From an optimization exercise on the open Yosys and OpenROAD flow, aimed at small area and a short achievable clock period; shortcuts taken in it are not production practice. Function was checked by simulation only, so behaviour that the tests miss may differ from the original. Power and IR drop assume default switching activity.

<file path="config.mk">
export PLATFORM = sky130hd
export DESIGN_NAME = processor
export DESIGN_NICKNAME = processor
export VERILOG_FILES = /design/flow/design.v
export SDC_FILE = /design/flow/constraint.sdc
export NUM_CORES = 4
export LEC_CHECK = 0
export CAP_MARGIN = 20
export CORE_MARGIN = 2
export CORE_UTILIZATION = 60
export CTS_BUF_LIST = sky130_fd_sc_hd__clkbuf_16
export CTS_CLUSTER_DIAMETER = 60
export CTS_CLUSTER_SIZE = 30
export PLACE_DENSITY = 0.75
export SETUP_SLACK_MARGIN = 3.5
export SLEW_MARGIN = 20
</file>
<file path="flow/run.sh">
#!/bin/bash
# Layout flow: the standard flow (standard.sh) with its standard
# synthesis, unchanged except that the port buffers are plain buffers
# (buf_2) instead of the delay cells buffer_ports picks by default.
# make's output goes to flow_make.log in this folder; each ORFS step keeps
# its own full log under orfs/logs/.
set -euo pipefail
export BUFFER_PORTS_ARGS="-buffer_cell sky130_fd_sc_hd__buf_2"
bash standard.sh finish > flow_make.log 2>&1
test -s out/final.def
</file>
<file path="constraint.sdc">
create_clock -name core_clock -period 7.0 [get_ports {clk}]
set_input_delay 1.4000 -clock core_clock [delete_from_list [all_inputs] [get_ports {clk}]]
set_output_delay 1.4000 -clock core_clock [all_outputs]
set_load 0.01 [all_outputs]
</file>
<file path="design.v">
package consolite_pkg;
   localparam int word_bits   = 16;
   localparam int addr_bits   = 16;
   localparam int instr_bits  = 32;
   localparam int instr_bytes = 4;
   localparam int num_regs    = 16;
   localparam int status_bits = 12;
   typedef logic [word_bits-1:0]        word_t;
   typedef logic [addr_bits-1:0]        addr_t;
   typedef logic [instr_bits-1:0]       instr_t;
   typedef logic [$clog2(num_regs)-1:0] reg_idx_t;
   localparam logic [status_bits-1:0] status_default      = 12'h000;
   localparam logic [status_bits-1:0] status_invalid_base = 12'h800;
   typedef enum logic [7:0] {
      op_nop, op_load, op_loadi, op_mov, op_movi,
      op_add, op_sub, op_and, op_or, op_xor,
      op_shl, op_shra, op_shrl, op_cmp, op_tst,
      op_stor, op_stori,
      op_jmp, op_jmpi,
      op_jeq, op_jne, op_jg, op_jge, op_ja, op_jae,
      op_jl, op_jle, op_jb, op_jbe, op_jo, op_jno,
      op_js, op_jns
   } opcode_t;
   typedef struct packed {
      logic overflow;
      logic carry;
      logic zero;
      logic sign;
   } flags_t;
   typedef enum logic [2:0] {
      st_pre_boot,
      st_executing,
      st_wr_wait,
      st_rd_wait,
      st_halt
   } ctrl_state_t;
endpackage
`timescale 1ns/1ps
module processor (
   input  logic        clk,
   input  logic        rst_n,
   input  logic        boot_done,
   output logic [11:0] status,
   output logic [15:0] instr_ptr,
   input  logic        instr_valid,
   input  logic [31:0] cur_instr,
   output logic        cache_wr_en,
   output logic [15:0] cache_wr_addr,
   output logic [15:0] cache_wr_data,
   input  logic        cache_wr_done,
   output logic        cache_rd_en,
   output logic [15:0] cache_rd_addr,
   input  logic [15:0] cache_rd_data,
   input  logic        cache_rd_done
);
   logic ex, ww, rw, hl;
   logic [7:0]  bad_op;
   logic [15:0] vld;
   logic [15:0] regs [16];
   logic [3:0]  ld_idx;    
   logic        pv;        
   logic        fp;        
   logic [3:0]  f_q;       
   logic        c_sub, c_add, c_tst, c_shl, c_sra;
   logic        c_b, c_and, c_or, c_xor, c_sl, c_sr, c_sum;
   logic [3:0]  p_idx;
   logic [15:0] p_a, p_b;
   wire [7:0]  op  = cur_instr[31:24];
   wire [3:0]  r1  = cur_instr[19:16];
   wire [3:0]  r2  = cur_instr[11:8];
   wire [15:0] imm = cur_instr[15:0];
   wire [15:0] tgt = cur_instr[23:8];
   wire accept   = ex & instr_valid;
   wire op_hi0   = (op[7:5] == 3'b000);
   wire invalid  = op[7] | op[6] | (op[5] & (op[4:0] != 5'd0));
   wire is_load  = op_hi0 & ((op[4:0] == 5'd1) | (op[4:0] == 5'd2));
   wire is_store = op_hi0 & ((op[4:0] == 5'd15) | (op[4:0] == 5'd16));
   wire is_wop   = op_hi0 & ~op[4] & (op[3:0] >= 4'd3) & (op[3:0] <= 4'd12);
   wire is_fop   = op_hi0 & ~op[4] & ((op[3:0] == 4'd5) | (op[3:0] == 4'd6) |
                                      (op[3:0] == 4'd13) | (op[3:0] == 4'd14));
   wire wr_issue = accept & is_store & cache_wr_done;
   wire rd_issue = accept & is_load & cache_rd_done;
   wire stall    = accept & ((is_store & ~cache_wr_done) | (is_load & ~cache_rd_done));
   wire rd_fin   = rw & cache_rd_done & ~cache_rd_en;
   wire wr_fin   = ww & cache_wr_done & ~cache_wr_en;
   logic [15:0] p_res;
   logic [15:0] ra_q, rb_q;
   always_comb begin
      ra_q = '0;
      rb_q = '0;
      for (int i = 0; i < 16; i++) begin
         ra_q = ra_q | (regs[i] & {16{vld[i] && r1 == 4'(i)}});
         rb_q = rb_q | (regs[i] & {16{vld[i] && r2 == 4'(i)}});
      end
   end
   wire [15:0] ra = (pv && p_idx == r1) ? p_res : ra_q;
   wire        b_imm = op[4] || op[3:0] == 4'd2 || op[3:0] == 4'd4;
   wire        b_inv = op[3:0] == 4'd6 || op[3:0] == 4'd13;
   wire        fwd_b = pv && p_idx == r2 && !b_imm;
   wire [15:0] p_b_q = b_imm ? imm : (rb_q ^ {16{b_inv}});
   wire sub_m  = c_sub;
   wire add_m  = c_add;
   wire tst_m  = c_tst;
   wire shl_m  = c_shl;
   wire shra_m = c_sra;
   wire [15:0] bx  = p_b;
   wire [17:0] sum_w = {1'b0, p_a, 1'b1} + {1'b0, bx, sub_m};
   wire [16:0] sum = sum_w[17:1];
   wire [15:0] v_and = p_a & p_b;
   wire [15:0] v_or  = p_a | p_b;
   wire [15:0] v_xor = p_a ^ p_b;
   wire fill = shra_m & p_a[15];
   logic [15:0] a_rev, sh_in, s1, s2, s4, s8, sh_out, sh_rev;
   always_comb begin
      for (int i = 0; i < 16; i++) a_rev[i] = p_a[15-i];
      sh_in = shl_m ? a_rev : p_a;
      s1 = p_b[0] ? {fill, sh_in[15:1]} : sh_in;
      s2 = p_b[1] ? {{2{fill}}, s1[15:2]} : s1;
      s4 = p_b[2] ? {{4{fill}}, s2[15:4]} : s2;
      s8 = p_b[3] ? {{8{fill}}, s4[15:8]} : s4;
      sh_out = (p_b[15:4] != 12'd0) ? {16{fill}} : s8;
      for (int i = 0; i < 16; i++) sh_rev[i] = sh_out[15-i];
   end
   assign p_res = ({16{c_b}}   & p_b)    | ({16{c_and}} & v_and)  |
                  ({16{c_or}}  & v_or)   | ({16{c_xor}} & v_xor)  |
                  ({16{c_sl}}  & sh_rev) | ({16{c_sr}}  & sh_out) |
                  ({16{c_sum}} & sum[15:0]);
   logic n_o, n_c, n_z, n_s;
   always_comb begin
      if (tst_m) begin
         n_o = 1'b0;
         n_c = 1'b0;
         n_z = (v_and == 16'd0);
         n_s = v_and[15];
      end else begin
         n_o = (p_a[15] == bx[15]) & (sum[15] != p_a[15]);
         n_c = sum[16] ^ sub_m;
         n_z = add_m ? (v_xor == {v_or[14:0], 1'b0}) : (v_xor == 16'hffff);
         n_s = sum[15];
      end
   end
   logic f_o, f_c, f_z, f_s;
   assign {f_o, f_c, f_z, f_s} = fp ? {n_o, n_c, n_z, n_s} : f_q;
   logic taken;
   always_comb begin
      case (op[4:0])
         5'd17, 5'd18: taken = 1'b1;
         5'd19: taken = f_z;
         5'd20: taken = ~f_z;
         5'd21: taken = ~f_z & (f_s == f_o);
         5'd22: taken = (f_s == f_o);
         5'd23: taken = ~f_c & ~f_z;
         5'd24: taken = ~f_c;
         5'd25: taken = (f_s != f_o);
         5'd26: taken = (f_s != f_o) | f_z;
         5'd27: taken = f_c;
         5'd28: taken = f_c | f_z;
         5'd29: taken = f_o;
         5'd30: taken = ~f_o;
         5'd31: taken = f_s;
         5'd0:  taken = op[5] & ~f_s;    
         default: taken = 1'b0;
      endcase
   end
   logic [15:0] ip_n, ip_t;
   logic        ip_sel;
   assign instr_ptr = ip_sel ? ip_t : ip_n;
   wire [15:0] ip_inc = {instr_ptr[15:2] + 14'd1, instr_ptr[1:0]};
   wire        we_any = rd_fin | pv;
   wire [3:0]  widx   = rw ? ld_idx : p_idx;
   wire [15:0] wdata  = rw ? cache_rd_data : p_res;
   always_ff @(posedge clk) begin
      for (int i = 0; i < 16; i++) begin
         if (we_any && widx == 4'(i)) regs[i] <= wdata;
      end
   end
   always_ff @(posedge clk or negedge rst_n) begin
      if (!rst_n) begin
         vld <= '0;
      end else if (we_any) begin
         vld[widx] <= 1'b1;
      end
   end
   always_ff @(posedge clk or negedge rst_n) begin
      if (!rst_n) begin
         ex          <= 1'b0;
         ww          <= 1'b0;
         rw          <= 1'b0;
         hl          <= 1'b0;
         bad_op      <= '0;
         ip_n        <= '0;
         ip_sel      <= 1'b0;
         cache_wr_en <= 1'b0;
         cache_rd_en <= 1'b0;
         pv          <= 1'b0;
         fp          <= 1'b0;
         f_q         <= '0;
      end else begin
         pv          <= accept & is_wop;
         fp          <= accept & is_fop;
         f_q         <= accept ? 4'd0 : {f_o, f_c, f_z, f_s};
         cache_wr_en <= wr_issue;
         cache_rd_en <= rd_issue;
         if (!ex && !ww && !rw && !hl && boot_done) ex <= 1'b1;
         if (accept) begin
            if (invalid) begin
               ex     <= 1'b0;
               hl     <= 1'b1;
               bad_op <= op;
            end else if (!stall) begin
               ip_n      <= ip_inc;
               ip_sel    <= taken;
               if (wr_issue) begin
                  ex <= 1'b0;
                  ww <= 1'b1;
               end
               if (rd_issue) begin
                  ex <= 1'b0;
                  rw <= 1'b1;
               end
            end
         end
         if (wr_fin) begin
            ww <= 1'b0;
            ex <= 1'b1;
         end
         if (rd_fin) begin
            rw <= 1'b0;
            ex <= 1'b1;
         end
      end
   end
   always_ff @(posedge clk) begin
      if (accept && !invalid && !stall) ip_t <= (op[4:0] == 5'd17) ? ra : tgt;
      p_a   <= ra;
      p_b   <= fwd_b ? (p_res ^ {16{b_inv}}) : p_b_q;
      c_sub <= (op[3:0] == 4'd6) | (op[3:0] == 4'd13);
      c_add <= (op[3:0] == 4'd5);
      c_tst <= (op[3:0] == 4'd14);
      c_shl <= (op[3:0] == 4'd10);
      c_sra <= (op[3:0] == 4'd11);
      c_b   <= (op[3:0] == 4'd3) | (op[3:0] == 4'd4);
      c_and <= (op[3:0] == 4'd7);
      c_or  <= (op[3:0] == 4'd8);
      c_xor <= (op[3:0] == 4'd9);
      c_sl  <= (op[3:0] == 4'd10);
      c_sr  <= (op[3:0] == 4'd11) | (op[3:0] == 4'd12);
      c_sum <= (op[3:0] == 4'd5) | (op[3:0] == 4'd6);
      p_idx <= r1;
      if (rd_issue) ld_idx <= r1;
   end
   assign status        = {hl, 3'b000, bad_op};
   assign cache_wr_addr = p_b;
   assign cache_rd_addr = p_b;
   assign cache_wr_data = p_a;
endmodule
</file>
<file path="standard.sh">
#!/bin/bash
# synth_recipe.tcl (not shown) runs the flow's synth.tcl, then flattens the netlist and writes it again
# the make line also repeats each setting of config.mk as NAME=value (left out here)
make -C /OpenROAD-flow-scripts/flow DESIGN_CONFIG=/design/flow/config.mk WORK_HOME=/design/flow/orfs CLKGATE_MAP_FILE= SYNTH_SCRIPT=/design/flow/synth_recipe.tcl "${@:-finish}"
</file>
==> summary.md, run 1 <==
| Metric | Value |
|---|---|
| Warning count from the yosys run | 2 |
| Clock tree from TritonCTS | yes |
| GR Util All Layers | 0.391 |
| Critical setup path kind | primary input to flip-flop |
| Latest clock arrival within the worst-skew pair | 610 ps |
| Number of buffer cells added on primary ports | 128 |
| Row count | 66 |
| Clock group share of total power | 0.329 |
| Die width | 186 um |
| Pwr dens | 237 mW/mm2 |
| Share of total power in combinational logic | 0.171 |
| Finished layout cell area | 0.0223 mm2 |
| Number of global-route vias before repair | 15.5k |
| Leading cell types in the layout, fill and taps excluded | 276 x edfxtp_1, 128 x buf_2, 119 x a221oi_1 |
| Antenna violations before repair | 5 |
| Data arrival at the endpoint of the critical path | 3970 ps |
| Clk slew on worst S/H paths | 90 ps |
| Leftover overflow at the end of global routing | 0 |
| Critical path endpoint category | flip-flop |
| Number of optimization iterations in the first detailed-route pass | 8 |
| Switching power summed over all nets | 1.56 mW |
| Aggregate negative setup slack | 0 ps |
| RSZ-0062 raised after global routing | true |
| Worst hold slack | 506 ps |
| DRC violation count after routing | 0 |
| First-pass GRT wire length | 101000 um |
| Power consumption | 5.28 mW |
| Maximum number of pins on one net before global-route repair | 54 |
| Crit path time final | 3540 ps |
| F_max | 0.283 GHz |
| Final Max Slew Viols | 0 |
| Highest fanout seen on the critical path | 16 |
| Via-per-instance ratio | 7.43 |
| Max-Slew Margin vs Limit | 0.102 |
| Worst setup slack before clock tree synthesis | 2250 ps |
| Starting density of the core | 0.612 |
| Static leakage | 8.25 nW |
| Number of synthesized flops with an enable pin | 276 |
| Mean instance size in the synthesized netlist | 11.8 um2 |
| Async set-or-reset flop fraction in the synthesized netlist | 0.141 |
| Endpoint required time on the critical path | 7430 ps |
| Fraction of final layout cells with drive strength greater than 1 | 0.235 |
| CTS root buf | clkbuf_16 |
| Most common cell after layout, fill and taps aside | edfxtp_1 |
| Max-capacitance violation count | 0 |
| Most used flip-flop cell after synthesis | edfxtp_1 |
| Final setup viols | 0 |
| Buffers from clock root to sink, at most | 3 |
| Min setup slack post-route | 3460 ps |
| DR WL/cell | 31.9 um |
| Area delta synth->final | 11.6% |
| Actual transition at the worst max-transition pin | 1350 ps |
| Count of different cell masters after synthesis | 82 |
| Seq/Total Area, Yosys | 0.529 |
| Startpoint kind of the worst setup timing path | primary input |
| Area of placed instances | 0.0208 mm2 |
| Switching Fraction | 0.295 |
| Period Utilization, post-route | 0.506 |
| Min-Delay Path Class | flip-flop to flip-flop |
| Outcome | complete, no violations |
| Number of nets with antenna violations after detailed routing | 0 |
| Y dimension of the die | 186 um |
| Internal power consumption | 3.73 mW |
| Post-synth design cell area | 0.0200 mm2 |
| Highest ir drop seen on vdd | 0.313 mV |
| Number of synthesized register bits | 376 |
| Core outline area | 0.0326 mm2 |
| Overall via count from detail_route | 16.4k |
| Total wire length after detailed routing | 70400 um |
| HPWL reported at the end of detailed placement | 45500 um |
| Top-level port count | 132 |
| Num Clock Sinks | 376 |
| Final Net Count | 1835 |
| Final worst clock skew | 59.1 ps |
| Hold violation total from the final report | 0 |
| Number of standard cells in the final layout excluding fillers | 2211 |
| Number of design-rule violations left by the first detailed-router iteration | 2575 |
| Overall die area | 0.0347 mm2 |
| Routability cong. | 1.00 |
| Number of buffers added by the clock tree synthesis step | 27 |
| Final core utilization | 0.683 |
| Number of standard cells after synthesis | 1687 |
| Part of the total power dissipated in sequential elements | 0.500 |
| Cells after DPL | 2145 |
| # H-tree levels | 1 |
## cells in the mapped netlist, types with 10 or more instances
cell type,number,share of area
a21oi_1,47,0.012
dfrtp_1,53,0.066
o22ai_1,17,0.0053
nor2b_1,22,0.0069
a211oi_1,12,0.0045
inv_1,56,0.011
nor2_1,80,0.015
a22o_1,111,0.049
a221oi_1,120,0.053
nand3_1,39,0.0098
mux2_2,74,0.042
o211ai_1,13,0.0049
clkbuf_1,113,0.021
buf_4,22,0.0083
xnor2_1,54,0.024
a21o_1,15,0.0056
o21ai_0,34,0.0085
nor4_1,11,0.0034
a22oi_1,44,0.017
nand4_1,33,0.010
a31oi_1,10,0.0031
and3_1,29,0.0091
ha_1,37,0.023
nand2_1,81,0.015
mux4_2,13,0.015
edfxtp_1,276,0.42
nand2b_1,15,0.0047
mux2i_1,43,0.022
dfxtp_1,47,0.047
nor3_1,13,0.0033
## routing by layer
metal | track usage | wire [um] | vias up
met1 | 0.483 | 23800 | 7822
met4 | 0.243 | 5830 | 2
met3 | 0.107 | 9490 | 378
li1 | - | - | 6780
met2 | 0.614 | 31300 | 1444
met5 | 0 | 12 | -
## registers in the layout, summed over array words and instances, names as in the netlist, 4 cells and up
signal / cells
regs: 256
p_b: 16
p_idx: 4
p_a: 16
ip_t: 16
ld_idx: 4
f_q: 4
ip_n: 16
vld: 16
bad_op: 8
## worst paths after layout
| check | slack, ps | start | endpoint | depth (start not counted) |
|---|---|---|---|---|
| max | 3460 | cur_instr[8] | p_b[5] | 9 |
| min | 510 | bad_op[2] | bad_op[2] | 1 |
| max reg2reg | 3580 | p_a[4] | ip_sel | 12 |
| min reg2reg | 510 | bad_op[2] | bad_op[2] | 1 |
| max in group asynchronous | 5450 | rst_n | ip_sel | 2 |
| min in group asynchronous | 970 | rst_n | vld[8] | 2 |
## power by group through the flow
stage / Combinational [mW] / Sequential, mW / Clock [mW]
2_1_floorplan: 0.599 / 2.64 / 0
3_3_place_gp: 0.829 / 2.68 / 0
3_5_place_dp: 0.844 / 2.68 / 0
4_1_cts: 0.862 / 2.64 / 1.74
5_1_grt: 0.964 / 2.65 / 1.82
6_report: 0.901 / 2.64 / 1.74
## layout make-up
class | count | area (um2)
Antenna cell | 5 | 12.5
Clock buffer | 27 | 676
Clock inverter | 23 | 339
Fill cell | 2396 | 10300
Inverter | 62 | 240
Multi-Input combinational cell | 1101 | 8820
Sequential cell | 376 | 10600
Tap cell | 442 | 553
Timing Repair Buffer | 175 | 1040
## logic make-up after synthesis
logic type | Yosys count | share of synthesized area
flip-flops | 376 | 0.529
buffers and inverters | 213 | 0.0455
AO/OA/AOI/OAI | 497 | 0.196
adder cells (fa/ha/maj) | 38 | 0.0242
multiplexers | 135 | 0.0846
other | 1 | 0.000188
XOR/XNOR | 63 | 0.0276
AND/OR/NAND/NOR | 364 | 0.0934
## critical path: stages
cell and delay [ps]:
buf_2 190, nor2b_1 300, and3_1 1090, a22o_1 260, a221oi_1 50, nand4_1 270
xnor2_1 100, o22ai_1 230, a21oi_1 70
## what timing repair did
action	in CTS	in global routing
cloned	1	0
resized for setup	35	56
endpoints found under the setup margin	282	153
buffers inserted	2	8
pin swaps	6	6
hold buffers	0	0
==> inputs of run 2 (changes only) <==
--- a/design.v
+++ b/design.v
@@ -166,6 +166,7 @@
    logic        ip_sel;
    assign instr_ptr = ip_sel ? ip_t : ip_n;
    wire [15:0] ip_inc = {instr_ptr[15:2] + 14'd1, instr_ptr[1:0]};
+   wire        upd    = accept & ~invalid & ~stall;
    wire        we_any = rd_fin | pv;
    wire [3:0]  widx   = rw ? ld_idx : p_idx;
    wire [15:0] wdata  = rw ? cache_rd_data : p_res;
@@ -199,6 +200,8 @@
          pv          <= accept & is_wop;
          fp          <= accept & is_fop;
          f_q         <= accept ? 4'd0 : {f_o, f_c, f_z, f_s};
+         ip_n        <= upd ? ip_inc : instr_ptr;
+         ip_sel      <= upd & taken;
          cache_wr_en <= wr_issue;
          cache_rd_en <= rd_issue;
          if (!ex && !ww && !rw && !hl && boot_done) ex <= 1'b1;
@@ -208,8 +211,6 @@
                hl     <= 1'b1;
                bad_op <= op;
             end else if (!stall) begin
-               ip_n      <= ip_inc;
-               ip_sel    <= taken;
                if (wr_issue) begin
                   ex <= 1'b0;
                   ww <= 1'b1;
@@ -231,7 +232,7 @@
       end
    end
    always_ff @(posedge clk) begin
-      if (accept && !invalid && !stall) ip_t <= (op[4:0] == 5'd17) ? ra : tgt;
+      ip_t  <= (op[4:0] == 5'd17) ? ra : tgt;
       p_a   <= ra;
       p_b   <= fwd_b ? (p_res ^ {16{b_inv}}) : p_b_q;
       c_sub <= (op[3:0] == 4'd6) | (op[3:0] == 4'd13);
==> run 2 against run 1 <==
First-iteration DRC count down 7.3%; register-to-register slack about the same; worst setup slack worse by 49 ps; synthesized area down 2.7%; highest routed layer unchanged.
==> summary.md, run 2 <==
| Metric | Value |
|---|---|
| Cell family with most CP delay | simple AND/OR/NAND/NOR gates |
| Post-synth design cell area | 0.0194 mm2 |
| Number of synthesized flops with an enable pin | 260 |
| Highest ir drop seen on vdd | 0.348 mV |
| Hold buffer count at cts | 0 |
| Cells after DPL | 2084 |
| Via-per-instance ratio | 7.47 |
| Hold_sp | vld[13] |
| Endpoint required time on the critical path | 7500 ps |
| Largest area contributor in the netlist | edfxtp_1 |
| Aggregate negative setup slack | 0 ps |
| Final setup viols | 0 |
| Leading cell types in the layout, fill and taps excluded | 260 x edfxtp_1, 128 x buf_2, 113 x a221oi_1 |
| Crit path time final | 3590 ps |
| Worst hold stages | 1 |
| Fraction of final layout cells with drive strength greater than 1 | 0.199 |
| Buffers from clock root to sink, at most | 3 |
| Post-synth top cells | 260 x edfxtp_1, 113 x a221oi_1, 109 x a22o_1, 104 x clkbuf_1, 101 x nor2_1 |
| Final core utilization | 0.677 |
| Maximum number of pins on one net before global-route repair | 54 |
| Data arrival at the endpoint of the critical path | 4090 ps |
| Period Utilization, post-route | 0.513 |
| Number of design-rule violations left by the first detailed-router iteration | 2387 |
| Y dimension of the die | 184 um |
| Mean instance size in the synthesized netlist | 11.7 um2 |
| CTS root buf | clkbuf_16 |
| Critical path endpoint category | flip-flop |
| Finished layout cell area | 0.0215 mm2 |
| Static leakage | 8.13 nW |
| Leading cell types by total area after synthesis | edfxtp_1 40%, dfrtp_1 6.8%, dfxtp_1 6.5% |
| Critical setup path kind | primary input to flip-flop |
| Number of standard cells in the final layout excluding fillers | 2135 |
| Critical-path cell with the highest stage delay | and3_1 |
| Top-level port count | 132 |
| Most frequent cell after synthesis | edfxtp_1 |
| Actual transition at the worst max-transition pin | 1270 ps |
| Clock tree from TritonCTS | yes |
| Core outline area | 0.0317 mm2 |
| RSZ-0062 raised after global routing | true |
| Count of different cell masters after synthesis | 79 |
| Number of buffer cells added on primary ports | 128 |
| Number of global-route vias before repair | 15.3k |
| Reg2reg start | p_a[9] |
| Seq/Total Area, Yosys | 0.535 |
| Num Clock Sinks | 376 |
| WP buf/inv | 1 |
| Final worst clock skew | 65.5 ps |
| Worst hold slack | 500 ps |
| Row count | 65 |
| Critical R2R Capture | ip_t[14] |
| Area of placed instances | 0.0203 mm2 |
| Pwr dens | 236 mW/mm2 |
| Most used flip-flop cell after synthesis | edfxtp_1 |
| Highest fanout seen on the critical path | 16 |
| Async set-or-reset flop fraction in the synthesized netlist | 0.141 |
| Total wire length after detailed routing | 67200 um |
| Number of optimization iterations in the first detailed-route pass | 8 |
| Number of synthesized register bits | 376 |
| Worst Hold Endpoint | vld[13] |
| Clk slew on worst S/H paths | 90 ps |
| Reg2reg setup slack | 3590 ps |
| Area share of the largest cell type after synthesis | 0.402 |
| Largest stage delay on the critical path | 1060 ps |
| Min-Delay Path Class | flip-flop to flip-flop |
| F_max | 0.279 GHz |
| Overall via count from detail_route | 15.9k |
| Latest clock arrival within the worst-skew pair | 620 ps |
| Max-Slew Margin vs Limit | 0.151 |
| DRC violation count after routing | 0 |
| Hold violation total from the final report | 0 |
| HPWL reported at the end of detailed placement | 44000 um |
| CP cell instances | buf_2, nor2b_1, and3_1, a22o_1, a221oi_1, nand4_1, xnor2_1, o22ai_1, a21oi_1 |
| DR WL/cell | 31.5 um |
| Starting density of the core | 0.613 |
| Number of nets with antenna violations after detailed routing | 0 |
| Warning count from the yosys run | 2 |
| Final Max Slew Viols | 0 |
| First-pass GRT wire length | 97400 um |
| Final Net Count | 1804 |
| Outcome | complete, no violations |
| Number of buffers added by the clock tree synthesis step | 26 |
| Startpoint kind of the worst setup timing path | primary input |
| Routability cong. | 0.981 |
| Antenna violations before repair | 2 |
| Depth of the worst register-to-register path | 11 |
| # H-tree levels | 1 |
| Register with the most flip-flops | regs |
| Number of standard cells after synthesis | 1659 |
| Area delta synth->final | 10.5% |
| Most common cell after layout, fill and taps aside | edfxtp_1 |
| GR Util All Layers | 0.394 |
| Overall die area | 0.0338 mm2 |
| Max-capacitance violation count | 0 |
| Number of flip-flops in the largest register | 256 |
| Die width | 184 um |
| Leftover overflow at the end of global routing | 0 |
[run 2: cell types whose count changed after synthesis, sizes merged, moves of 8 or more]
cell	delta
nor2b	-9
edfxtp	-16
dfxtp	+16
clkbuf	-9
a31o	-8
o21ai	+9
nor2	+21
mux2	-21
[run 2: worst register-to-register path, delay by kind of cell, from the launching register on]
| kind | cells | cell delay, ps |
|---|---|---|
| AOI/OAI and AO/OA | 6 | 1260 |
| DFF | 1 | 650 |
| muxes | 2 | 590 |
| adders and majority gates | 1 | 470 |
| xor gates and xnor gates | 1 | 230 |
| buffers and inverters | 1 | 100 |
[run 2: kinds of logic (layout without fill, tap and decap cells)]
kind of cell	Yosys count	in the layout	synth area share
xor gates and xnor gates	68	68	0.0307
muxes	116	116	0.0726
AOI/OAI and AO/OA	481	481	0.195
adders and majority gates	38	38	0.0249
buffers and inverters	208	279	0.0464
DFF	376	376	0.535
and+or+nand+nor	371	371	0.0958
other	1	4	0.000193
[run 2: timing repair]
item                                    CTS  global route
pin swaps                                 0             2
endpoints found under the setup margin  282           230
resized for setup                        17            21
endpoints found under the hold margin     0             0
setup buffers                             1             1
[run 2: report_power, final]
group / switching (mW) / internal (mW)
registers: 0.0859 / 2.48
clock network: 0.945 / 0.812
logic: 0.452 / 0.281
total: 1.48 / 3.57
[run 2: metal layers]
layer,part of all wire,global-route usage,vias up
met5,0.00019,0.00444,-
met4,0.060,0.199,2
met3,0.14,0.110,317
met2,0.45,0.622,1403
met1,0.35,0.499,7635
li1,-,-,6581
[run 2: worst max-delay path by stage]
stage / start / end / slack [ps] / cells past startpoint
finish: cur_instr[9] / p_b[14] / 3410 / 9
detailed placement: p_b[2] / regs[11][10] / 2650 / 11
floorplan: p_b[3] / ip_sel / 3520 / 14
global route: p_b[0] / ip_t[12] / 3440 / 13
CTS: p_b[2] / ip_t[12] / 3510 / 12
global placement: cur_instr[26] / p_b[5] / 2830 / 7
[run 2: through the flow]
| stage | worst slack, ps | power, mW |
|---|---|---|
| 5_1_grt | 3440 | 5.21 |
| 3_5_place_dp | 2650 | 3.31 |
| 2_1_floorplan | 3520 | 3.05 |
| 4_1_cts | 3510 | 5.04 |
| 3_3_place_gp | 2830 | 3.29 |
| 6_report | 3410 | 5.06 |
[run 2: layout make-up]
type	instances	area, um2
flip-flops and latches	376	10400
fillers	2351	10300
multi-input cells	1077	8330
repair buffers	166	950
clock buffers	26	651
well taps	402	503
clock inverters	22	363
inverters	65	249
diodes	1	2.50
==> inputs of run 3 (changes only) <==
==> flow/run.sh (replaced) <==
#!/bin/bash
# Layout flow: the standard flow (standard.sh) with its standard
# synthesis, unchanged except that the port buffers are plain buffers
# (buf_1) instead of the delay cells buffer_ports picks by default.
# make's output goes to flow_make.log in this folder; each ORFS step keeps
# its own full log under orfs/logs/.
set -euo pipefail
export BUFFER_PORTS_ARGS="-buffer_cell sky130_fd_sc_hd__buf_1"
bash standard.sh finish > flow_make.log 2>&1
test -s out/final.def
--- a/config.mk
+++ b/config.mk
@@ -7,7 +7,7 @@
 export LEC_CHECK = 0
 export CAP_MARGIN = 20
 export CORE_MARGIN = 2
-export CORE_UTILIZATION = 60
+export CORE_UTILIZATION = 65
 export CTS_BUF_LIST = sky130_fd_sc_hd__clkbuf_16
 export CTS_CLUSTER_DIAMETER = 60
 export CTS_CLUSTER_SIZE = 30
==> run 3 against run 2 <==
Core utilization up 4.2 points; worst hold slack improved by 6.9 ps; non-clock buffer count decreased by 5; clock power decreased by 7%; sequential power hardly changed; cell area down 1.0%; wire length down 1.2%; flip-flop and latch count unchanged; combinational power shrank 2.7%; critical path depth stayed put; fmax fell by 0.11%; largest power group unchanged; highest routed layer unchanged.
==> summary.md, run 3 <==
| Metric | Value |
|---|---|
| Outcome | complete, no violations |
| Critical path endpoint category | flip-flop |
| F_max | 0.278 GHz |
| Die width | 177 um |
| Via-per-instance ratio | 7.51 |
| Pwr dens | 232 mW/mm2 |
| Most common cell after layout, fill and taps aside | edfxtp_1 |
| Most used flip-flop cell after synthesis | edfxtp_1 |
| Data arrival at the endpoint of the critical path | 4090 ps |
| # H-tree levels | 1 |
| Register with the most flip-flops | regs |
| Final Net Count | 1799 |
| Num Clock Sinks | 376 |
| Leftover overflow at the end of global routing | 0 |
| Warning count from the yosys run | 2 |
| Number of global-route vias before repair | 15.4k |
| Internal power consumption | 3.51 mW |
| Final worst clock skew | 35.4 ps |
| Starting density of the core | 0.657 |
| RSZ-0062 raised after global routing | false |
| CTS root buf | clkbuf_16 |
| DR WL/cell | 31.4 um |
| Post-synth design cell area | 0.0194 mm2 |
| Number of synthesized register bits | 376 |
| Area of placed instances | 0.0200 mm2 |
| Number of nets with antenna violations after detailed routing | 0 |
| Number of optimization iterations in the first detailed-route pass | 8 |
| Startpoint kind of the worst setup timing path | primary input |
| Fraction of final layout cells with drive strength greater than 1 | 0.141 |
| Cell family with most CP delay | simple AND/OR/NAND/NOR gates |
| Number of standard cells after synthesis | 1659 |
| Number of design-rule violations left by the first detailed-router iteration | 2456 |
| Number of synthesized flops with an enable pin | 260 |
| HPWL reported at the end of detailed placement | 43200 um |
| Static leakage | 7.69 nW |
| Critical setup path kind | primary input to flip-flop |
| Row count | 63 |
| Area delta synth->final | 9.30% |
| Most frequent cell after synthesis | edfxtp_1 |
| Part of the total power dissipated in sequential elements | 0.522 |
| CP cell instances | buf_1, nor2_1, and3_1, a22o_1, a221oi_1, nand4_1, xnor2_1, o22ai_1, a21oi_1 |
| WP buf/inv | 1 |
| Overall via count from detail_route | 15.9k |
| Worst hold slack | 507 ps |
| Switching power summed over all nets | 1.42 mW |
| Final setup viols | 0 |
| Largest stage delay on the critical path | 620 ps |
| Max-capacitance violation count | 0 |
| Aggregate negative setup slack | 0 ps |
| Latest clock arrival within the worst-skew pair | 590 ps |
| Maximum number of pins on one net before global-route repair | 54 |
| First-pass GRT wire length | 96900 um |
| DRC violation count after routing | 0 |
| Leading cell types by total area after synthesis | edfxtp_1 40%, dfrtp_1 6.8%, dfxtp_1 6.5% |
| Post-synth top cells | 260 x edfxtp_1, 113 x a221oi_1, 109 x a22o_1, 104 x clkbuf_1, 101 x nor2_1 |
| Clk slew on worst S/H paths | 90 ps |
| Number of buffers added by the clock tree synthesis step | 26 |
| Mean instance size in the synthesized netlist | 11.7 um2 |
| Clock group share of total power | 0.333 |
| Highest fanout seen on the critical path | 16 |
| Seq/Total Area, Yosys | 0.535 |
| Buffers from clock root to sink, at most | 3 |
| Share of total power in combinational logic | 0.145 |
| Antenna violations before repair | 1 |
| Total wire length after detailed routing | 66400 um |
| Finished layout cell area | 0.0212 mm2 |
| Actual transition at the worst max-transition pin | 1220 ps |
| Number of buffer cells added on primary ports | 128 |
| Crit path time final | 3590 ps |
| Clock tree from TritonCTS | yes |
| Endpoint required time on the critical path | 7500 ps |
| Max-Slew Margin vs Limit | 0.188 |
| Routability cong. | 1.03 |
| Switching Fraction | 0.288 |
| Async set-or-reset flop fraction in the synthesized netlist | 0.141 |
| Final Max Slew Viols | 0 |
| Period Utilization, post-route | 0.513 |
| Core outline area | 0.0296 mm2 |
| Critical-path cell with the highest stage delay | and3_1 |
| Highest ir drop seen on vdd | 0.276 mV |
| Largest area contributor in the netlist | edfxtp_1 |
| Min-Delay Path Class | flip-flop to flip-flop |
| Hold violation total from the final report | 0 |
| Area share of the largest cell type after synthesis | 0.402 |
| Overall die area | 0.0313 mm2 |
| GR Util All Layers | 0.422 |
| Y dimension of the die | 177 um |
| Number of flip-flops in the largest register | 256 |
| Count of different cell masters after synthesis | 79 |
| Leading cell types in the layout, fill and taps excluded | 260 x edfxtp_1, 120 x buf_1, 113 x a221oi_1 |
| Top-level port count | 132 |
==> run 3: cell counts after synthesis <==
Identical to the previous run, type by type.
==> run 3: per-layer routing <==
| layer | up-vias | GRT usage | wire length [um] |
|---|---|---|---|
| li1 | 6572 | - | - |
| met1 | 7609 | 0.533 | 22900 |
| met2 | 1371 | 0.662 | 30100 |
| met3 | 359 | 0.113 | 8830 |
| met4 | 2 | 0.235 | 4510 |
| met5 | - | 0.00641 | 12 |
==> run 3: cell families (layout without fill, tap and decap cells) <==
logic type               count (synthesis)  in the layout  synth area share
AO/OA/AOI/OAI                          481            481             0.195
XOR/XNOR                                68             68            0.0307
other                                    1              4          0.000193
AND/OR/NAND/NOR                        371            371            0.0958
multiplexers                           116            116            0.0726
flip-flops                             376            376             0.535
buffers and inverters                  208            274            0.0464
adder cells (fa/ha/maj)                 38             38            0.0249
==> run 3: through the flow <==
stage,std cells,power (mW),utilization,setup WS [ps]
floorplan,1661,3.05,-,3520
global placement,2063,3.27,0.677,2730
detailed placement,2064,3.29,0.678,2610
CTS,2117,4.88,0.714,3510
global route,2117,5.06,0.718,3430
finish,2118,4.92,0.718,3410
==> run 3: cell type report <==
class,count,area (um2)
clock inverters,21,259
multi-input cells,1077,8380
inverters,65,249
repair buffers,161,776
well taps,390,488
flip-flops and latches,376,10400
diodes,1,2.50
clock buffers,27,676
fillers,2066,8320
==> run 3: what timing repair did <==
| action | 4_1_cts | 5_1_grt |
|---|---|---|
| buffers inserted | 5 | 0 |
| resized for setup | 22 | 53 |
| hold buffers | 0 | 0 |
| setup endpoints to repair | 243 | 195 |
| pin swaps | 1 | 0 |
==> run 3: final timing paths <==
kind | slack [ps] | startpoint | depth (start not counted) | endpoint
max in group asynchronous | 5570 | rst_n | 2 | ip_sel
max reg2reg | 3630 | p_b[3] | 11 | regs[0][13]
max | 3410 | cur_instr[8] | 9 | p_b[14]
min reg2reg | 510 | vld[10] | 1 | vld[10]
min in group asynchronous | 940 | rst_n | 2 | bad_op[7]
min | 510 | vld[10] | 1 | vld[10]
==> run 3: power groups by stage <==
stage	combinational (mW)	sequential (mW)	clock, mW
after floorplan	0.460	2.59	0
after detailed placement	0.671	2.61	0
after global placement	0.657	2.61	0
final	0.713	2.57	1.64
after global routing	0.767	2.58	1.71
after CTS	0.684	2.56	1.63
==> inputs of run 4 (changes only) <==
--- a/config.mk
+++ b/config.mk
@@ -12,5 +12,5 @@
 export CTS_CLUSTER_DIAMETER = 60
 export CTS_CLUSTER_SIZE = 30
 export PLACE_DENSITY = 0.75
-export SETUP_SLACK_MARGIN = 3.5
+export SETUP_SLACK_MARGIN = 3.6
 export SLEW_MARGIN = 20
==> run 4 against run 3 <==
Sequential power barely moved; synthesized area did not move; still clean; register-to-register slack improved by 40 ps; sequential share of layout area fell by 0.16 points; critical path depth fell by 1; clock skew fell by 8.1 ps; cell count rose by 0.14%; clock-buffer cell count fell by 1; first-iteration DRC count rose by 7.6%; cell area rose by 0.51%; wire length fell by 1.1%; worst hold slack got worse by 12 ps.
==> summary.md, run 4 <==
| Metric | Value |
|---|---|
| Outcome | complete, no violations |
| RSZ-0062 raised after global routing | false |
| Mean instance size in the synthesized netlist | 11.7 um2 |
| Most common cell after layout, fill and taps aside | edfxtp_1 |
| Post-synth design cell area | 0.0194 mm2 |
| Fill count | 2088 |
| Final worst clock skew | 27.3 ps |
| Clock tree from TritonCTS | yes |
| Async set-or-reset flop fraction in the synthesized netlist | 0.141 |
| Ant. Diodes | 0 |
| Critical path endpoint category | flip-flop |
| Capture point of the worst path | ip_t[0] |
| Number of standard cells in the final layout excluding fillers | 2121 |
| Static leakage | 7.73 nW |
| F_max | 0.289 GHz |
| Overall via count from detail_route | 15.9k |
| HPWL reported at the end of detailed placement | 43800 um |
| Hold violation total from the final report | 0 |
| Reg2reg setup slack | 3670 ps |
| Top-level port count | 132 |
| Final core utilization | 0.722 |
| Crit path time final | 3460 ps |
| Core outline area | 0.0296 mm2 |
| Starting density of the core | 0.657 |
| GR Util All Layers | 0.415 |
| Largest area contributor in the netlist | edfxtp_1 |
| Number of synthesized flops with an enable pin | 260 |
| Highest ir drop seen on vdd | 0.287 mV |
| Area share of the largest cell type after synthesis | 0.402 |
| Total wire length after detailed routing | 65700 um |
| Maximum number of pins on one net before global-route repair | 54 |
| DR WL/cell | 31.0 um |
| Buffers from clock root to sink, at most | 3 |
| Number of nets with antenna violations after detailed routing | 0 |
| Warning count from the yosys run | 2 |
| Clk slew on worst S/H paths | 80 ps |
| Die width | 177 um |
| Leading cell types in the layout, fill and taps excluded | 260 x edfxtp_1, 117 x buf_1, 112 x a221oi_1 |
| Overall die area | 0.0313 mm2 |
| Cells after DPL | 2067 |
| Fraction of final layout cells with drive strength greater than 1 | 0.154 |
| Most used flip-flop cell after synthesis | edfxtp_1 |
| Area delta synth->final | 9.85% |
| Max-capacitance violation count | 0 |
| Number of buffers added by the clock tree synthesis step | 26 |
| Critical R2R Capture | regs[0][13] |
| Startpoint kind of the worst setup timing path | primary input |
| Number of design-rule violations left by the first detailed-router iteration | 2643 |
| Row count | 63 |
| Final Max Slew Viols | 0 |
| Critical setup path kind | primary input to flip-flop |
| Number of optimization iterations in the first detailed-route pass | 9 |
| First-pass GRT wire length | 95400 um |
| Number of buffer cells added on primary ports | 128 |
| Aggregate negative setup slack | 0 ps |
| Number of flip-flops in the largest register | 256 |
| Max-Slew Margin vs Limit | 0.215 |
| Source of the critical timing path | cur_instr[19] |
| Leading cell types by total area after synthesis | edfxtp_1 40%, dfrtp_1 6.8%, dfxtp_1 6.5% |
| Pwr dens | 234 mW/mm2 |
| Number of standard cells after synthesis | 1659 |
| Most frequent cell after synthesis | edfxtp_1 |
| CTS root buf | clkbuf_16 |
| Register with the most flip-flops | regs |
| Count of different cell masters after synthesis | 79 |
| Antenna violations before repair | 0 |
| Latest clock arrival within the worst-skew pair | 590 ps |
| Final setup viols | 0 |
| Depth of the worst register-to-register path | 11 |
| Reg2reg start | p_a[4] |
| Number of synthesized register bits | 376 |
| Seq/Total Area, Yosys | 0.535 |
| Highest fanout seen on the critical path | 16 |
| DRC violation count after routing | 0 |
| Number of global-route vias before repair | 15.1k |
| Actual transition at the worst max-transition pin | 1170 ps |
| Final Net Count | 1803 |
| Data arrival at the endpoint of the critical path | 3970 ps |
| Endpoint required time on the critical path | 7510 ps |
| Y dimension of the die | 177 um |
| Min-Delay Path Class | flip-flop to flip-flop |
| # H-tree levels | 1 |
| Num Clock Sinks | 376 |
| Period Utilization, post-route | 0.494 |
| Routability cong. | 0.999 |
| Leftover overflow at the end of global routing | 0 |
| Post-synth top cells | 260 x edfxtp_1, 113 x a221oi_1, 109 x a22o_1, 104 x clkbuf_1, 101 x nor2_1 |
| Via-per-instance ratio | 7.51 |
[run 4: worst max-delay path: stages]
cell and delay (ps):
buf_2 260, nor2b_1 290, and3_1 880, a221oi_1 200, nand3_1 130, nor2_1 90
a21oi_1 440, mux2_2 250
[run 4: routing by layer]
metal / GRT usage / up-vias / routed length, um
met3: 0.0958 / 329 / 8690
met2: 0.654 / 1374 / 29500
li1: - / 6569 / -
met4: 0.213 / 0 / 4340
met5: 0 / - / 0
met1: 0.540 / 7652 / 23100
[run 4: metrics by stage]
stage | total power [mW] | hold slack [ps] | cell area [um2] | worst slack [ps]
after detailed placement | 3.29 | 472 | 20100 | 2470
final | 4.99 | 495 | 21300 | 3540
after floorplan | 3.05 | 433 | 19500 | 3640
after CTS | 4.95 | 488 | 21200 | 3610
after global routing | 5.13 | 506 | 21300 | 3600
after global placement | 3.28 | 477 | 20100 | 2460
[run 4: cells by family (layout without fill, tap and decap cells)]
group	Yosys count	after routing	synth area share
buffers and inverters	208	278	0.0464
multiplexers	116	116	0.0726
AND/OR/NAND/NOR	371	371	0.0958
AO/OA/AOI/OAI	481	481	0.195
adder cells (fa/ha/maj)	38	38	0.0249
flip-flops	376	376	0.535
XOR/XNOR	68	68	0.0307
other	1	3	0.000193
[run 4: final cells by class]
class	instances	area, um2	share of cell area
repair buffers	165	806	0.0377
inverters	65	250	0.0117
clock buffers	26	651	0.0305
multi-input cells	1077	8410	0.394
well taps	390	488	0.0229
flip-flops and latches	376	10400	0.489
clock inverters	22	310	0.0145
[run 4: repair_timing]
| item | 4_1_cts | 5_1_grt |
|---|---|---|
| gates resized for setup | 46 | 47 |
| hold buffers | 0 | 0 |
| gates cloned | 0 | 1 |
| endpoints found under the setup margin | 280 | 192 |
| pin swaps | 1 | 1 |
| buffers inserted | 2 | 3 |
| hold endpoints to repair | 0 | 0 |
[run 4: where the power goes]
part | switching [mW] | internal [mW] | leakage, nW | total (mW)
Combinational | 0.451 | 0.272 | 3.66 | 0.723
Clock | 0.849 | 0.843 | 0.462 | 1.69
Sequential | 0.0912 | 2.48 | 3.60 | 2.57
[run 4: worst min path at each step]
stage | depth (start not counted) | startpoint | to
3_5_place_dp | 1 | vld[5] | vld[5]
4_1_cts | 1 | vld[5] | vld[5]
6_report | 1 | vld[10] | vld[10]
5_1_grt | 1 | vld[5] | vld[5]
3_3_place_gp | 1 | vld[10] | vld[10]
2_1_floorplan | 1 | vld[10] | vld[10]
==> inputs of run 5 (changes only) <==
--- a/config.mk
+++ b/config.mk
@@ -7,7 +7,7 @@
 export LEC_CHECK = 0
 export CAP_MARGIN = 20
 export CORE_MARGIN = 2
-export CORE_UTILIZATION = 65
+export CORE_UTILIZATION = 70
 export CTS_BUF_LIST = sky130_fd_sc_hd__clkbuf_16
 export CTS_CLUSTER_DIAMETER = 60
 export CTS_CLUSTER_SIZE = 30
==> run 5 against run 4 <==
Global-route usage is 4.9 points higher; critical endpoint is now p_b[9]; largest power group unchanged; highest routed layer unchanged; non-clock buffer count up 5; worst hold slack improved by 9.8 ps; sequential power about the same; cell count decreased by 0.61%.
==> summary.md, run 5 <==
| Metric | Value |
|---|---|
| Outcome | complete, no violations |
| Clock tree from TritonCTS | yes |
| Number of buffers added by the clock tree synthesis step | 26 |
| Number of standard cells in the final layout excluding fillers | 2108 |
| Endpoint required time on the critical path | 7460 ps |
| Wire length on met2 | 29800 um |
| Pwr dens | 236 mW/mm2 |
| Static leakage | 7.77 nW |
| Clk slew on worst S/H paths | 90 ps |
| First-pass GRT wire length | 98700 um |
| Latest clock arrival within the worst-skew pair | 610 ps |
| Overall via count from detail_route | 16.7k |
| Startpoint kind of the worst setup timing path | primary input |
| Fraction of final layout cells with drive strength greater than 1 | 0.156 |
| Y dimension of the die | 171 um |
| Top metal layer carrying routed signals | met4 |
| WP buf/inv | 1 |
| Critical-path cell with the highest stage delay | and3_2 |
| Finished layout cell area | 0.0214 mm2 |
| Core outline area | 0.0271 mm2 |
| Final worst clock skew | 46.1 ps |
| Area of placed instances | 0.0200 mm2 |
| Antenna violations before repair | 0 |
| Area delta synth->final | 10.3% |
| Period Utilization, post-route | 0.480 |
| Cells after DPL | 2050 |
| Total wire length after detailed routing | 68600 um |
| Fill count | 1636 |
| DR WL/cell | 32.6 um |
| # H-tree levels | 1 |
| Starting density of the core | 0.717 |
| Final Net Count | 1808 |
| Buffers from clock root to sink, at most | 3 |
| Post-synth design cell area | 0.0194 mm2 |
| Largest stage delay on the critical path | 460 ps |
| Worst hold slack | 505 ps |
| Via-per-instance ratio | 7.91 |
| Maximum number of pins on one net before global-route repair | 54 |
| Register with the most flip-flops | regs |
| XOR/XNOR Fraction of Synth Area | 0.0307 |
| Hold violation total from the final report | 0 |
| Leading cell types by total area after synthesis | edfxtp_1 40%, dfrtp_1 6.8%, dfxtp_1 6.5% |
| Number of standard cells after synthesis | 1659 |
| Die width | 171 um |
| Most frequent cell after synthesis | edfxtp_1 |
| CTS root buf | clkbuf_16 |
| Min setup slack post-route | 3640 ps |
| Number of optimization iterations in the first detailed-route pass | 10 |
| Leading cell types in the layout, fill and taps excluded | 260 x edfxtp_1, 115 x buf_1, 112 x a221oi_1 |
| Combinational family with the most area after synthesis | compound AO/OA/AOI/OAI gates |
| Cell family with most CP delay | simple AND/OR/NAND/NOR gates |
| Async set-or-reset flop fraction in the synthesized netlist | 0.141 |
| Top-level port count | 132 |
| Actual transition at the worst max-transition pin | 1070 ps |
| Max-Slew Margin vs Limit | 0.287 |
| Num Clock Sinks | 376 |
| Worst setup slack before clock tree synthesis | 2540 ps |
| Area share of the largest cell type after synthesis | 0.402 |
| Number of synthesized flops with an enable pin | 260 |
| Data arrival at the endpoint of the critical path | 3820 ps |
| Highest fanout seen on the critical path | 16 |
| Most used flip-flop cell after synthesis | edfxtp_1 |
| GR Util All Layers | 0.464 |
| Highest ir drop seen on vdd | 0.239 mV |
| HPWL reported at the end of detailed placement | 43900 um |
| Leftover overflow at the end of global routing | 0 |
| Min-Delay Path Class | flip-flop to flip-flop |
| Routability cong. | 0.990 |
| Number of buffer cells added on primary ports | 128 |
| Number of nets with antenna violations after detailed routing | 0 |
| Critical setup path kind | primary input to flip-flop |
| Number of synthesized register bits | 376 |
| Compound-gate portion of the synthesized area | 0.195 |
| F_max | 0.298 GHz |
| Met1 wire length | 22100 um |
| Final setup viols | 0 |
| Max-capacitance violation count | 0 |
| Mean instance size in the synthesized netlist | 11.7 um2 |
| Number of global-route vias before repair | 15.9k |
| Aggregate negative setup slack | 0 ps |
| Number of design-rule violations left by the first detailed-router iteration | 3332 |
| Crit path time final | 3360 ps |
| Post-Synth Simple-Gate Area | 0.0958 |
| Post-synthesis share of cell area spent on full adders, half adders and majority gates | 0.0249 |
| Ant. Diodes | 0 |
| Count of different cell masters after synthesis | 79 |
| Overall die area | 0.0291 mm2 |
| Met3 wire length | 10600 um |
| Largest area contributor in the netlist | edfxtp_1 |
| Final Max Slew Viols | 0 |
| RSZ-0062 raised after global routing | true |
| Warning count from the yosys run | 2 |
| CP cell instances | clkbuf_2, and2_1, and3_2, a22o_1, a221oi_1, nand4_1, xnor2_1, o22ai_1, nor2_1 |
| Critical path endpoint category | flip-flop |
| Post-synth top cells | 260 x edfxtp_1, 113 x a221oi_1, 109 x a22o_1, 104 x clkbuf_1, 101 x nor2_1 |
| Most common cell after layout, fill and taps aside | edfxtp_1 |
| DRC violation count after routing | 0 |
| Seq/Total Area, Yosys | 0.535 |
| Row count | 60 |
| Number of flip-flops in the largest register | 256 |
| Multiplexer share of the synthesized area | 0.0726 |
==> run 5: cell counts after synthesis <==
No cell type changed its count.
==> run 5: kinds of logic after synthesis <==
family,count (synthesis)
buffers and inverters,208
and+or+nand+nor,371
adders and majority gates,38
xor gates and xnor gates,68
muxes,116
DFF,376
AOI/OAI and AO/OA,481
other,1
==> run 5: routing by layer <==
metal | track usage | up-vias
met5 | 0 | -
met4 | 0.337 | 0
met3 | 0.146 | 552
met2 | 0.695 | 1751
met1 | 0.569 | 7797
li1 | - | 6579
==> run 5: worst paths after layout <==
| path | startpoint | endpoint | slack, ps | depth (start not counted) |
|---|---|---|---|---|
| max | cur_instr[11] | p_b[9] | 3640 | 9 |
| max in group asynchronous | rst_n | ip_sel | 5540 | 2 |
| max reg2reg | p_a[9] | regs[3][14] | 3690 | 10 |
| min reg2reg | vld[7] | vld[7] | 500 | 1 |
| min in group asynchronous | rst_n | vld[5] | 950 | 2 |
| min | vld[7] | vld[7] | 500 | 1 |
==> run 5: cell type report <==
cell class,instances,area (um2),area share
inverter,65,249,0.0116
clock inverter,21,338,0.0158
sequential,376,10400,0.486
clock buffer,27,676,0.0315
multi-input combinational,1077,8420,0.393
tap,372,465,0.0217
timing repair buffer,170,871,0.0406
==> run 5: what timing repair did <==
item,4_1_cts,5_1_grt
hold buffers,0,0
endpoints found under the setup margin,261,204
pin swaps,0,6
setup buffers,2,7
resized for setup,50,43
cloned,0,1
==> run 5: where the power goes <==
part | internal (mW) | switching (mW)
clock network | 0.823 | 0.928
registers | 2.48 | 0.0900
logic | 0.278 | 0.466
total | 3.58 | 1.48
==> run 5: worst register-to-register path: stages, from the launching register on <==
cell and delay (ps):
dfxtp_2 480, inv_1 80, ha_1 460, a21oi_1 370
o21ai_0 190, a21oi_1 240, o311ai_0 180, a21oi_1 210
xor2_1 240, o21ai_2 120, mux2_2 440
==> run 5: metrics by stage <==
step | util | total power, mW
2_1_floorplan | - | 3.05
3_3_place_gp | 0.739 | 3.27
3_5_place_dp | 0.740 | 3.29
4_1_cts | 0.783 | 4.99
5_1_grt | 0.791 | 5.18
6_report | 0.791 | 5.07

==> re-timing with driven ports <==
No port has a modelled driver above. Below, the same layouts with a new extraction and two added sets of constraints.
Step 1: set_driving_cell puts a clkbuf_16 on clk and a buf_2 on each other input, an assumption about the parent block.
Step 2 moves the port delays by t, midway between the first and last clock arrival at a register: inputs arrive t later, outputs are due t later. That takes back most of the time a late clock gives input paths.
a / b / c = ideal / step 1 / step 2; a / b = the first two.
run	shift t [ns]	setup slack, ns	worst setup path at the end	latest minus earliest clock arrival (ns)	cell pins on the clock port's net
run 1	0.637	3.461 / 3.381 / 2.745	input to register	0.059 / 0.059	1
run 2	0.641	3.411 / 3.438 / 2.797	input to register	0.066 / 0.065	1
run 3	0.624	3.407 / 3.437 / 2.813	input to register	0.036 / 0.036	1
run 4	0.625	3.545 / 3.576 / 2.951	input to register	0.027 / 0.028	1
run 5	0.635	3.643 / 3.635 / 3.032	input to register	0.053 / 0.052	1
After both steps every run listed still meets setup and hold. For run 1, which loses most, drivers alone change the setup slack by -0.080 ns; drivers and shift together by -0.716 ns.
